What follows belongs to an exercise in optimizing a design on an open flow for small area and a short achievable clock period; a production flow would make more cautious choices.
In this exercise RTL edits were held to simulation tests only and were not proved equivalent to the original.
Power and IR drop assume default switching activity.

Setup of v3:
==> flow/design.v (excerpt) <==
module pe_unit
(
    input  logic                   clk,
    input  logic                   rst,
    input  logic                   in_valid,
    input  logic [16-1:0] weight_count,
    input  logic [16-1:0] feature_count,
    input  logic [(8 + 2*8)-1:0] weight_in,
    input  logic [(4*(8 + 2*8))-1:0] feature_in,
    output logic                   out_valid,
    output logic [(4*4*(2*8 + 2*8))-1:0] result
);
For scale: roughly 6000 cells after synthesis, about 810 flip-flops, roughly 670 I/O pins, ~0.062 mm² of cells after synthesis.
Settings: LEC_CHECK=0, CAP_MARGIN=20, CORE_MARGIN=2, CORE_UTILIZATION=55, SETUP_SLACK_MARGIN=2.85, SLEW_MARGIN=20; clock period 7.0 ns.
standard.sh (not shown) runs the stock make flow with config.mk's settings and CLKGATE_MAP_FILE= SYNTH_SCRIPT=/design/flow/synth_recipe.tcl, a recipe that flattens the netlist after the stock synthesis.
==> flow/flow/run.sh <==
#!/bin/bash
# Layout flow: the standard flow (standard.sh, unchanged synthesis and
# steps), except that the buffers placed on every input and output port are
# sky130_fd_sc_hd__buf_2 rather than the flow's default pick (a delay cell).
set -euo pipefail
export BUFFER_PORTS_ARGS="-buffer_cell sky130_fd_sc_hd__buf_2"
bash standard.sh > standard.log 2>&1
v3 finished every stage and its layout cleared the timing, DRC and antenna checks.
Modified inputs, v7 compared to v3
# v3
export LEC_CHECK = 0
export CAP_MARGIN = 20
export CORE_MARGIN = 2
export CORE_UTILIZATION = 55
export SETUP_SLACK_MARGIN = 2.85
export SLEW_MARGIN = 20
create_clock -name core_clock -period 7.0 [get_ports {clk}]
# v7
export LEC_CHECK = 0
export CAP_MARGIN = 20
export CORE_MARGIN = 2
export CORE_UTILIZATION = 55
export CTS_BUF_LIST = sky130_fd_sc_hd__clkbuf_8
export CTS_CLUSTER_SIZE = 30
export SETUP_SLACK_MARGIN = 2.85
export SLEW_MARGIN = 20
export TNS_END_PERCENT = 20
create_clock -name core_clock -period 7.0 [get_ports {clk}]
Results
- When the final numbers for v7 and v3 were put side by side, the level count of the clock H-tree turned out to be greater in v7.
- The fraction of met3 tracks used by global routing number comes out lower for v3 vs v7.
- Sort v7 and v3 by pin slew with the least headroom to its limit desc -> top: v7
- v7 vs. v3: worst setup slack went up by 3.8 ps.
- Compared with v3, in v7 power fell by 4.0%, final critical delay including setup and external delays now sits lower, internal power down 5.2%, sequential power closely matched the old numbers.
- | cell area | v7 vs v3 | better |
- v7 vs v3, endpoint of the most critical setup path: u_outer_product_array.prod_b_q[122] vs u_outer_product_array.prod_b_q[106]
- Lower sum of routed wire length over all layers was reported by v3, not v7.

Another version of the RTL of pe_unit (not shown whole).
Size in the first run: roughly 790 flip-flops, roughly 670 I/O pins.
Settings: LEC_CHECK=0, CAP_MARGIN=20, CORE_MARGIN=2, CORE_UTILIZATION=55, CTS_BUF_LIST=sky130_fd_sc_hd__clkbuf_8, CTS_CLUSTER_SIZE=30, SETUP_SLACK_MARGIN=2.7, SLEW_MARGIN=20; clock period 7.0 ns.
run.sh (not shown) runs the stock make flow with config.mk's settings and CLKGATE_MAP_FILE= SYNTH_SCRIPT=/design/flow/synth_recipe.tcl, a recipe that flattens the netlist after the stock synthesis.
Stock flow here: none of the scripts above is used.
==> next run, changes <==
==> flow/flow/run.sh (new file) <==
#!/bin/bash
# Layout flow: the standard flow (standard.sh, unchanged synthesis and
# steps), except that the buffers placed on every input and output port are
# sky130_fd_sc_hd__buf_2 rather than the flow's default pick (a delay cell).
set -euo pipefail
export BUFFER_PORTS_ARGS="-buffer_cell sky130_fd_sc_hd__buf_2"
bash standard.sh > standard.log 2>&1
==> flow/standard.sh (new file) <==
#!/bin/bash
# synth_recipe.tcl (not shown) runs the flow's synth.tcl, then flattens the netlist and writes it again
# the make line also repeats each setting of config.mk as NAME=value (left out here)
make -C /OpenROAD-flow-scripts/flow DESIGN_CONFIG=/design/flow/config.mk WORK_HOME=/design/flow/orfs CLKGATE_MAP_FILE= SYNTH_SCRIPT=/design/flow/synth_recipe.tcl "${@:-finish}"
- CTS_BUF_LIST: sky130_fd_sc_hd__clkbuf_8 -> not set
- CTS_CLUSTER_SIZE: 30 -> not set
removed: flow/run.sh
Outcome: Core utilization drops by 3.1 points; power decreases by a few percent; via count fell by a few percent; sequential share of layout area grows by 1.1 points; combinational power shrinks by roughly a tenth; setup slack got worse by 0.026 ns; final cell count went down slightly; hold slack gets better by 0.020 ns; clock-buffer cell count shrinks by 45.

==> separate check: timing with driven ports <==
How much do the figures lean on ideal ports? The routed layouts below were timed once more, with nothing changed but the port constraints.
Step 1 (the two cells are an assumption about what drives the block):
set clk [get_ports {clk}]
set_driving_cell -lib_cell sky130_fd_sc_hd__clkbuf_16 $clk
set_driving_cell -lib_cell sky130_fd_sc_hd__buf_2 [delete_from_list [all_inputs] $clk]
Step 2 also shifts input and output timing later by t, the mid clock arrival at the registers, as if the neighbouring blocks saw the same clock.
Slacks: ideal / step 1 / step 2; pairs: ideal / step 1.
| run | shift t [ns] | setup slack, ns | worst setup path after step 2 | pins driven straight from the clock port |
|---|---|---|---|---|
| v3 | 0.756 | 2.666 / 2.642 / 1.887 | input to register | 1 |
| v7 | 0.903 | 2.670 / 2.626 / 1.793 | input to register | 1 |
| the first run of note 2 | 0.907 | 2.626 / 2.549 / 1.833 | input to register | 1 |
| the second run of note 2 | 0.758 | 2.600 / 2.550 / 1.792 | input to register | 1 |
After both steps setup and hold are still met in every run listed. The setup slack of v7, which loses most, moves by -0.044 ns with the drivers and by -0.877 ns with both steps.
